What follows belongs to an exercise in optimizing a design on an open flow for small area, a short achievable clock period and few clock cycles per item; a production flow would make more cautious choices.
The RTL was checked by simulation tests, not by an equivalence proof against the original design.

== v52 ==
Design frame_sync_period_tracker, start of the top module:
module frame_sync_period_tracker (
	input  logic                                  clk,
	input  logic                                  arst_n,
	input  logic                                  cfg_we,
	input  logic [fspt_pkg::LOSS_W-1:0]           cfg_wdata,
	input  logic                                  in_valid,
	output logic                                  in_ready,
	input  fspt_pkg::fspt_in_t                    in_item,
	output logic                                  out_valid,
	input  logic                                  out_ready,
	output fspt_pkg::fspt_out_t                   out_item
);
Size in the first run: about 1900 cells after synthesis, roughly 230 flip-flops, roughly 130 I/O pins, roughly 15000 um^2 of cells after synthesis.
export LEC_CHECK = 0
export ABC_AREA = 1
export CAP_MARGIN = 20
export CORE_MARGIN = 2
export CORE_UTILIZATION = 60
export CTS_CLUSTER_DIAMETER = 150
export CTS_CLUSTER_SIZE = 15
export SETUP_SLACK_MARGIN = 4.57
export SLEW_MARGIN = 20
create_clock -name core_clock -period 8.0 [get_ports {clk}]
standard.sh (not shown) runs the stock make flow with config.mk's settings and CLKGATE_MAP_FILE= SYNTH_SCRIPT=/design/flow/synth_recipe.tcl, a recipe that flattens the netlist after the stock synthesis.
==> flow/flow/run.sh <==
#!/bin/bash
# The standard layout (standard.sh: ORFS synthesis through finish), with
# one change: the buffers that ORFS puts on every input and output port are
# made from the plain sky130_fd_sc_hd__buf_1 cell instead of the delay-buffer
# cell buffer_ports picks by default. Timing repair may still resize them.
# ORFS's own per-step logs are kept under orfs/logs; the make output goes to
# standard.log in this folder.
set -euo pipefail
export BUFFER_PORTS_ARGS="-buffer_cell sky130_fd_sc_hd__buf_1"
bash standard.sh > standard.log 2>&1
Testbench counts of v52, summed over its fixed seeds: cycles 24,139, items 24,000.
--- input diff v52..v23 ---
- changing SETUP_SLACK_MARGIN from 4.57 to 4.5
diff --git a/flow/flow/run.sh b/flow/flow/run.sh
--- a/flow/flow/run.sh
+++ b/flow/flow/run.sh
@@ -9,2 +9,3 @@
 export BUFFER_PORTS_ARGS="-buffer_cell sky130_fd_sc_hd__buf_1"
+export ADDER_MAP_FILE=
 bash standard.sh > standard.log 2>&1
==> comparison <==
v52 -> v23: synthesized area per cell decreased by more than 10%
v23 against v52: number of clock buffers in the layout increased 1; share of synthesized cell area in full adder, half adder and majority cells decreased 15 points.
What v4 does differently from v23 at the input level:
- ABC_AREA: 1 -> unset
diff --git a/flow/flow/run.sh b/flow/flow/run.sh
--- a/flow/flow/run.sh
+++ b/flow/flow/run.sh
@@ -9,3 +9,2 @@
 export BUFFER_PORTS_ARGS="-buffer_cell sky130_fd_sc_hd__buf_1"
-export ADDER_MAP_FILE=
 bash standard.sh > standard.log 2>&1
[summary]
v4: ratio of final minimum period to clock period is 2.7 points higher than what v23 reported.
Highest layer used for signal routing: met5 -> v4, met4 -> v23
The synthesis-to-finish area growth of v4 is higher than that of v23.
The main combinational cell family by area after synthesis comes out adder cells in one run and simple AND/OR/NAND/NOR gates in the other, namely in v4 and v23 respectively.
From v4 to v23, port buffer count did not move at all.
Of v23 and v4, the run reporting the lower overall track demand over capacity in global routing was v4.
[inputs] v14 vs v4
- ABC_AREA now 1, previously not set
- SETUP_SLACK_MARGIN now 4.7, was 4.5
--- outcome ---
- In the flow results for v14 and v4, the time the final worst path needs with I/O delays and setup is smaller on v14.
- Looking at global routing usage on met3, v14 sits below v4.
- v14: PASS, flow complete, no timing, DRC or antenna violations
- Diff v14 and v4: fraction of final layout cells with drive strength greater than 1 lower in v14
Inputs modified between v14 and v17:
- a change of SETUP_SLACK_MARGIN from 4.7 to 4.5
## What came out
v17 vs v14: post-route standard cell area excluding fillers down in v17
The higher total length of routed wires of v14 and v17 is in v14.
v17 vs v14 — maximum fanout along the worst path dropped 32.
On last weighted congestion value of the routability-driven placer: v17 sits below v14.
Measured against each other, v14 and v17 differ in combined area of the multi-input logic cells, the higher figure coming from v14.
Across both runs, area growth from synthesis to layout was lower for v17 than for v14.
The fraction of standard cell area that is sequential of v17 exceeds that of v14 by 1.0 points.
Lower final-layout worst hold slack was reported by v17, not v14.
### v17 -> v43
- CORE_UTILIZATION: 60 -> 62
## What came out
Summary of v43 over v17: via count went down; global routing met2 resource utilization has decreased.
Diff v17..v43 | layout multi-input combinational cell count | negligible
Relative to v17, post-cts gate resize count has decreased by 7 in v43.
Compared to v17, v43 has count of plain and timing-repair buffers in the layout about 4.6% lower.
When v43 is measured against v17, its register-to-register setup slack turns out 60 ps lower.

[static timing again, ports no longer ideal]
How much do the figures lean on ideal ports? The routed layouts below were timed once more, with nothing changed but the port constraints. Step 1 sets driving cells, clkbuf_16 on the clock port and buf_2 on the other inputs (assumed; they add their load-dependent delay and slew). Step 2 times the ports against the registers' clock, not the clock port: input delays grow and output delays shrink by t, the midpoint of the rising clock arrivals with the driver on. Slacks: no drivers / after step 1 / after step 2; pairs: no drivers / after step 1.
run	t, ns	slack for setup (ns)	pins driven straight from the clock port
v52	0.542	4.657 / 4.657 / 4.135	1
v23	0.550	4.569 / 4.580 / 4.048	1
v4	0.544	4.356 / 4.367 / 3.829	1
v14	0.545	4.787 / 4.739 / 4.286	1
v17	0.539	4.572 / 4.594 / 4.055	1
v43	0.542	4.557 / 4.557 / 4.106	1
After both steps every run listed still meets setup and hold. The setup slack of v4, which loses most, moves by +0.011 ns with the drivers and by -0.527 ns with both steps.
